This is an optimization exercise on Yosys and OpenROAD, whose aim is small area, not a production implementation. Only simulation tests tie the RTL to the original design; equivalence was not proved. Power is estimated from default activity; no workload was simulated. The clock port is modelled as an ideal driver; clocking choices that lean on that would not hold on a real chip.

==> flow/design.v (excerpt) <==
module vram_scanout #(
  parameter int          H_ACTIVE = 640,
  parameter int          H_FP     = 16,
  parameter int          H_SYNC   = 96,
  parameter int          H_BP     = 48,
  parameter int          V_ACTIVE = 480,
  parameter int          V_FP     = 10,
  parameter int          V_SYNC   = 2,
  parameter int          V_BP     = 33,
  parameter int          PIX_DIV  = 4,
  parameter logic [7:0]  FG_COLOR = 8'hFF,
  parameter logic [7:0]  BG_COLOR = 8'h00
) (
  input  logic                clk_i,
  input  logic                rst_ni,
  input  logic [H_ACTIVE-1:0] vram_rd_data_i,
  output logic [8:0]          vram_addr_o,
  output logic                vram_turn_o,
  output logic                pix_en_o,
  output logic                hsync_o,
  output logic                vsync_o,
  output logic [7:0]          rgb_o,
  output logic                frame_start_o
);
clock: 10.0 ns
lec_check: 0
cap_margin: 20
core_margin: 2
core_utilization: 50
slew_margin: 20
run.sh (not shown) runs the stock make flow with config.mk's settings and CLKGATE_MAP_FILE= SYNTH_SCRIPT=/design/flow/synth_recipe.tcl, a recipe that flattens the netlist after the stock synthesis.
The baseline completed with no timing, DRC or antenna violations.
==> next run, changes <==
==> flow/flow/run.sh (new file) <==
#!/bin/bash
set -euo pipefail
export BUFFER_PORTS_ARGS="-buffer_cell sky130_fd_sc_hd__buf_1"
export CTS_ARGS="-sink_clustering_enable -repair_clock_nets -dont_use_dummy_load -sink_clustering_size 30 -sink_clustering_max_diameter 150"
bash standard.sh > make_flow.log 2>&1
==> flow/standard.sh (new file) <==
#!/bin/bash
# synth_recipe.tcl (not shown) runs the flow's synth.tcl, then flattens the netlist and writes it again
# the make line also repeats each setting of config.mk as NAME=value (left out here)
make -C /OpenROAD-flow-scripts/flow DESIGN_CONFIG=/design/flow/config.mk WORK_HOME=/design/flow/orfs CLKGATE_MAP_FILE= SYNTH_SCRIPT=/design/flow/synth_recipe.tcl "${@:-finish}"
removed: flow/run.sh
Effect: The changed run completed without violations; fmax increases by a few percent; non-clock buffer count increases by 1; cell area decreases by about a fifth; total power decreases by a quarter to a third; critical path depth does not change; hold slack is about the same; wire length decreases by a few percent; worst setup slack improved by 240 ps; final cell count decreases by a few percent; clock skew increases by 20 ps; area after synthesis stays the same.


Another version of the RTL of vram_scanout (not shown whole).
Size: ~660 I/O pins, roughly 19000 um^2 of cells after synthesis.
clock: 10.0 ns
lec_check: 0
cap_margin: 20
core_margin: 2
core_utilization: 50
slew_margin: 20
standard.sh (not shown) runs the stock make flow with config.mk's settings and CLKGATE_MAP_FILE= SYNTH_SCRIPT=/design/flow/synth_recipe.tcl, a recipe that flattens the netlist after the stock synthesis.
==> flow/flow/run.sh <==
#!/bin/bash
set -euo pipefail
export BUFFER_PORTS_ARGS="-buffer_cell sky130_fd_sc_hd__buf_1"
export CTS_ARGS="-sink_clustering_enable -repair_clock_nets -dont_use_dummy_load -sink_clustering_size 18 -sink_clustering_max_diameter 80 -buf_list sky130_fd_sc_hd__clkbuf_8 -root_buf sky130_fd_sc_hd__clkbuf_16"
bash standard.sh > make_flow.log 2>&1
The baseline passed the timing, design-rule and antenna checks.
Then changed:
==> flow/flow/run.sh (replaced) <==
#!/bin/bash
set -euo pipefail
export BUFFER_PORTS_ARGS="-buffer_cell sky130_fd_sc_hd__buf_1"
export CTS_ARGS="-sink_clustering_enable -repair_clock_nets -dont_use_dummy_load -sink_clustering_size 10 -sink_clustering_max_diameter 50 -buf_list sky130_fd_sc_hd__clkbuf_4 -root_buf sky130_fd_sc_hd__clkbuf_8"
bash standard.sh > make_flow.log 2>&1
After rerunning: Total power fell slightly. Setup slack got worse by 0.096 ns. Final area barely changes. Cell count rose slightly. Routed wire length rose slightly. Clock-buffer cell count rose by 34.
Then changed:
==> flow/flow/run.sh (replaced) <==
#!/bin/bash
set -euo pipefail
export BUFFER_PORTS_ARGS="-buffer_cell sky130_fd_sc_hd__buf_1"
export CTS_ARGS="-sink_clustering_enable -repair_clock_nets -dont_use_dummy_load -sink_clustering_size 30 -sink_clustering_max_diameter 80"
bash standard.sh > make_flow.log 2>&1
=>
- setup slack improves by 0.075 ns
- non-clock buffer count is unchanged
- clock skew stays flat
- maximum frequency went up by 1.6%
- count of clock-buffer cells in the layout went down by 46
- wire length went down by 1.2%
- power went up by 3.3%
Then changed:
==> flow/flow/run.sh (replaced) <==
#!/bin/bash
# The standard ORFS layout (standard.sh), with two changes:
#  - each port gets the smallest buffer (buf_1) instead of the default one;
#  - CTS clusters up to 18 flip-flops per clkbuf_8 and inserts no dummy loads.
set -euo pipefail
export BUFFER_PORTS_ARGS="-buffer_cell sky130_fd_sc_hd__buf_1"
export CTS_ARGS="-sink_clustering_enable -repair_clock_nets -dont_use_dummy_load -sink_clustering_size 18 -sink_clustering_max_diameter 80 -buf_list sky130_fd_sc_hd__clkbuf_8 -root_buf sky130_fd_sc_hd__clkbuf_16"
bash standard.sh > make_flow.log 2>&1
Effect:
- The changed run completed without violations
- critical path depth does not change
- count of clock-buffer cells in the layout grows by 12
- register-to-register slack improved by 0.04 ns
- first-iteration DRC count went up by 11%
- design area drops by about 0.4%


Another version of the RTL of vram_scanout (not shown whole).
Size in the first run: roughly 1,600 cells after synthesis, roughly 660 I/O pins, about 0.019 mm^2 of cells after synthesis.
==> flow/config.mk <==
export PLATFORM = sky130hd
export DESIGN_NAME = vram_scanout
export DESIGN_NICKNAME = vram_scanout
export VERILOG_FILES = /design/flow/design.v
export SDC_FILE = /design/flow/constraint.sdc
export NUM_CORES = 4
export LEC_CHECK = 0
export CAP_MARGIN = 20
export CORE_MARGIN = 2
export CORE_UTILIZATION = 50
export SLEW_MARGIN = 20
==> flow/constraint.sdc <==
create_clock -name core_clock -period 10.0 [get_ports {clk_i}]
set_input_delay 2.0000 -clock core_clock [delete_from_list [all_inputs] [get_ports {clk_i}]]
set_output_delay 2.0000 -clock core_clock [all_outputs]
set_load 0.01 [all_outputs]
==> flow/flow/run.sh <==
#!/bin/bash
# The standard ORFS layout (standard.sh), with two changes:
#  - each port gets the smallest buffer (buf_1) instead of the default one;
#  - CTS clusters up to 18 flip-flops per clkbuf_8 and inserts no dummy loads.
set -euo pipefail
export BUFFER_PORTS_ARGS="-buffer_cell sky130_fd_sc_hd__buf_1"
export CTS_ARGS="-sink_clustering_enable -repair_clock_nets -dont_use_dummy_load -sink_clustering_size 18 -sink_clustering_max_diameter 80 -buf_list sky130_fd_sc_hd__clkbuf_8 -root_buf sky130_fd_sc_hd__clkbuf_16"
bash standard.sh > make_flow.log 2>&1
Change:
==> flow/flow/run.sh (replaced) <==
#!/bin/bash
# The standard ORFS layout (standard.sh), with two changes:
#  - each port gets the smallest buffer (buf_1) instead of the default one;
#  - CTS builds the tree from clkbuf_4 only, clusters up to 11 flip-flops per
#    leaf buffer and inserts no dummy loads.
set -euo pipefail
export BUFFER_PORTS_ARGS="-buffer_cell sky130_fd_sc_hd__buf_1"
export CTS_ARGS="-sink_clustering_enable -repair_clock_nets -dont_use_dummy_load -sink_clustering_size 11 -sink_clustering_max_diameter 50 -buf_list sky130_fd_sc_hd__clkbuf_4 -root_buf sky130_fd_sc_hd__clkbuf_4"
bash standard.sh > make_flow.log 2>&1
- CAP_MARGIN: 20 -> 0
- SLEW_MARGIN: 20 -> 0
Via count rises slightly.
Routed wire length went up slightly.
Register-to-register slack degrades by 0.13 ns.
Clock power goes down by a little under a tenth.
Worst hold slack loses 0.023 ns.
Cell area fell slightly.
Change:
==> flow/flow/run.sh (replaced) <==
#!/bin/bash
# The standard ORFS layout (standard.sh), with two changes:
#  - each port gets the smallest buffer (buf_1) instead of the default one;
#  - CTS clusters up to 18 flip-flops per clkbuf_8 and inserts no dummy loads.
set -euo pipefail
export BUFFER_PORTS_ARGS="-buffer_cell sky130_fd_sc_hd__buf_1"
export CTS_ARGS="-sink_clustering_enable -repair_clock_nets -dont_use_dummy_load -sink_clustering_size 10 -sink_clustering_max_diameter 50 -buf_list sky130_fd_sc_hd__clkbuf_4 -root_buf sky130_fd_sc_hd__clkbuf_8"
bash standard.sh > make_flow.log 2>&1
Outcome: Via count is higher by 0.35%. Register-to-register slack gets worse by 0.05 ns. Design area increases by 0.45%. Count of clock-buffer cells in the layout went up by 6.
Change:
- CAP_MARGIN: 0 -> 20
- CORE_UTILIZATION: 50 -> 70
- SLEW_MARGIN: 0 -> 20
Result: With this change the flow died in 3_2_place_iop (PPL-0024); synthesized cell count is unchanged; synthesized area does not change.


## the reference run
The RTL this note starts from:
==> flow/design.v <==
module vram_scanout #(
  parameter int          H_ACTIVE = 640,
  parameter int          H_FP     = 16,
  parameter int          H_SYNC   = 96,
  parameter int          H_BP     = 48,
  parameter int          V_ACTIVE = 480,
  parameter int          V_FP     = 10,
  parameter int          V_SYNC   = 2,
  parameter int          V_BP     = 33,
  parameter int          PIX_DIV  = 4,
  parameter logic [7:0]  FG_COLOR = 8'hFF,
  parameter logic [7:0]  BG_COLOR = 8'h00
) (
  input  logic                clk_i,
  input  logic                rst_ni,
  input  logic [H_ACTIVE-1:0] vram_rd_data_i,
  output logic [8:0]          vram_addr_o,
  output logic                vram_turn_o,
  output logic                pix_en_o,
  output logic                hsync_o,
  output logic                vsync_o,
  output logic [7:0]          rgb_o,
  output logic                frame_start_o
);
  localparam int H_TOTAL = H_ACTIVE + H_FP + H_SYNC + H_BP;
  localparam int V_TOTAL = V_ACTIVE + V_FP + V_SYNC + V_BP;
  localparam int HW = $clog2(H_TOTAL);
  localparam int VW = $clog2(V_TOTAL);
  localparam int DW = (PIX_DIV > 1) ? $clog2(PIX_DIV) : 1;
  localparam logic [DW-1:0] DIV_LAST = DW'(PIX_DIV - 1);
  localparam logic [HW-1:0] H_LAST   = HW'(H_TOTAL - 1);
  localparam logic [HW-1:0] H_ACT    = HW'(H_ACTIVE);
  localparam logic [HW-1:0] H_FETCH  = HW'(H_ACTIVE + 1);
  localparam logic [HW-1:0] HS_BEG   = HW'(H_ACTIVE + H_FP);
  localparam logic [HW-1:0] HS_END   = HW'(H_ACTIVE + H_FP + H_SYNC);
  localparam logic [VW-1:0] V_LAST   = VW'(V_TOTAL - 1);
  localparam logic [VW-1:0] V_ACT    = VW'(V_ACTIVE);
  localparam logic [VW-1:0] VS_BEG   = VW'(V_ACTIVE + V_FP);
  localparam logic [VW-1:0] VS_END   = VW'(V_ACTIVE + V_FP + V_SYNC);
  localparam int RL    = H_ACTIVE + 1;
  localparam int ROT0  = PIX_DIV * (H_TOTAL - H_ACTIVE) - 5;   
  localparam int TAP   = RL - 1;
  localparam int DINV = RL - (RL - 1) / PIX_DIV;
  localparam bit TAP_INV = ((1 + ROT0) % 2) == 1;
  logic [DW-1:0]       div_q;
  logic [HW-1:0]       hcnt_q;
  logic [VW-1:0]       lcnt_q;
  logic                ld_q, nld_q;
  logic                pix_q;
  logic [RL-1:0]       ring_q, ring_d;
  logic                pix_en;
  logic                line_end;
  logic                active;
  logic                guard;
  logic                past_fetch;
  logic                fetching;
  logic                tap;
  assign pix_en     = (div_q == DIV_LAST);
  assign line_end   = pix_en && (hcnt_q == H_LAST);
  assign guard      = (hcnt_q == H_FETCH) && (div_q == '0);
  assign past_fetch = (hcnt_q > H_FETCH) || ((hcnt_q == H_FETCH) && (div_q != '0));
  assign active     = (hcnt_q < H_ACT) && (lcnt_q < V_ACT);
  assign fetching   = (hcnt_q == H_FETCH) &&
                      (guard ? (lcnt_q < V_ACT - 1) || (lcnt_q == V_LAST) : (lcnt_q < V_ACT));
  assign tap        = ring_q[TAP] ^ TAP_INV;
  for (genvar p = 0; p < RL; p++) begin : g_ring
    localparam int H = ((((TAP - ROT0 - p) % RL + RL) % RL) * DINV) % RL;
    localparam int PREV = (p + RL - 1) % RL;
    if (H >= H_ACTIVE) begin : g_pass
      assign ring_d[p] = ~(ring_q[PREV] | ld_q);
    end else begin : g_load
      assign ring_d[p] = ~((vram_rd_data_i[H] | nld_q) & (ring_q[PREV] | ld_q));
    end
  end
  always_ff @(posedge clk_i) begin
    ring_q <= ring_d;
  end
  always_ff @(posedge clk_i) begin
    if (!rst_ni) begin
      div_q   <= '0;
      hcnt_q  <= '0;
      lcnt_q  <= '0;
      ld_q    <= 1'b1;
      nld_q   <= 1'b1;
      pix_q   <= 1'b0;
    end else begin
      if (line_end) {hcnt_q, div_q} <= '0;
      else          {hcnt_q, div_q} <= {hcnt_q, div_q} + 1'b1;
      if (guard) lcnt_q <= (lcnt_q == V_LAST) ? '0 : lcnt_q + 1'b1;
      if (pix_en) pix_q <= active && tap;
      ld_q    <= (hcnt_q == H_FETCH) && (div_q == DW'(2));
      nld_q   <= !((hcnt_q == H_FETCH) && (div_q == DW'(2)));
    end
  end
  logic hs_n, vs_n;
  assign hs_n = (hcnt_q > HS_BEG) && (hcnt_q <= HS_END);
  assign vs_n = ((hcnt_q == '0) || past_fetch) ? (lcnt_q > VS_BEG) && (lcnt_q <= VS_END)
                                               : (lcnt_q >= VS_BEG) && (lcnt_q < VS_END);
  assign vram_addr_o = (lcnt_q < V_ACT) ? 9'(lcnt_q) : 9'(V_ACTIVE - 1);
  assign vram_turn_o   = !fetching;
  assign pix_en_o      = pix_en;
  assign hsync_o       = !hs_n;
  assign vsync_o       = !vs_n;
  assign rgb_o         = pix_q ? FG_COLOR : BG_COLOR;
  assign frame_start_o = (div_q == '0) && (hcnt_q == HW'(1)) && (lcnt_q == '0);
endmodule
Settings: LEC_CHECK=0, CAP_MARGIN=0, CORE_MARGIN=2, CORE_UTILIZATION=50, SLEW_MARGIN=0; clock period 10.0 ns.
==> flow/flow/run.sh <==
#!/bin/bash
# The standard ORFS layout (standard.sh), with two changes:
#  - each port gets the smallest buffer (buf_1) instead of the default one;
#  - CTS clusters up to 18 flip-flops per clkbuf_8 and inserts no dummy loads.
set -euo pipefail
export BUFFER_PORTS_ARGS="-buffer_cell sky130_fd_sc_hd__buf_1"
export CTS_ARGS="-sink_clustering_enable -repair_clock_nets -dont_use_dummy_load -sink_clustering_size 11 -sink_clustering_max_diameter 50 -buf_list sky130_fd_sc_hd__clkbuf_4 -root_buf sky130_fd_sc_hd__clkbuf_4"
bash standard.sh > make_flow.log 2>&1
The reference run finished every stage and its layout cleared the timing, design-rule and antenna checks.
> inputs changed (the reference run -> the trial run)
- CAP_MARGIN changed from 0 to 20
- SLEW_MARGIN changed from 0 to 20
==> flow/flow/run.sh <==
#!/bin/bash
# The standard ORFS layout (standard.sh), with two changes:
#  - each port gets the smallest buffer (buf_1) instead of the default one;
#  - CTS clusters up to 18 flip-flops per clkbuf_8 and inserts no dummy loads.
set -euo pipefail
export BUFFER_PORTS_ARGS="-buffer_cell sky130_fd_sc_hd__buf_1"
export CTS_ARGS="-sink_clustering_enable -repair_clock_nets -dont_use_dummy_load -sink_clustering_size 10 -sink_clustering_max_diameter 50 -buf_list sky130_fd_sc_hd__clkbuf_4 -root_buf sky130_fd_sc_hd__clkbuf_8"
bash standard.sh > make_flow.log 2>&1
==> comparison <==
- Looking at the trial run and the reference run, the power in combinational cells is a wash.
- Max detailed router's first-iteration violation count across the trial run and the reference run: the reference run
- [compare] base=the reference run new=the trial run: share of synthesized area spent on multiplexers comparable; post-layout worst setup margin shows an increase of 150 ps.

separate check: timing with driven ports:
No port has a modelled driver above. Below, the same layouts with a new extraction and two added sets of constraints. Step 1 sets driving cells, clkbuf_16 on the clock port and buf_2 on the other inputs (assumed; they add their load-dependent delay and slew). Step 2, shift: input delay + t, output delay - t, t = (earliest + latest rising clock arrival at the registers) / 2. This alone moves slack from input paths to output paths. Three values: ideal ports, drivers, drivers and shift; two values: the first two.
run	t (ns)	setup slack, ns	worst register clock-pin slew, ns	cell pins on the clock port's net
the first run of note 1	0.617	5.848 / 5.818 / 5.243	0.06 / 0.06	1
the second run of note 1	0.637	6.091 / 6.109 / 5.472	0.12 / 0.12	1
the first run of note 2	0.591	5.324 / 5.268 / 5.859	0.11 / 0.11	1
the second run of note 2	0.656	5.228 / 5.174 / 5.830	0.11 / 0.11	1
the third run of note 2	0.629	5.303 / 5.247 / 5.877	0.11 / 0.11	1
the fourth run of note 2	0.591	5.324 / 5.268 / 5.859	0.11 / 0.11	1
the first run of note 3	0.603	5.479 / 5.423 / 6.025	0.11 / 0.11	1
the second run of note 3	0.796	5.274 / 5.221 / 6.017	0.12 / 0.12	1
the third run of note 3	0.661	5.430 / 5.378 / 6.039	0.12 / 0.12	1
the reference run	0.796	5.274 / 5.221 / 6.017	0.12 / 0.12	1
the trial run	0.662	5.422 / 5.370 / 6.032	0.11 / 0.11	1
After both steps setup and hold are still met in every run listed. For the second run of note 1, which loses most, drivers alone change the setup slack by +0.018 ns; drivers and shift together by -0.619 ns.
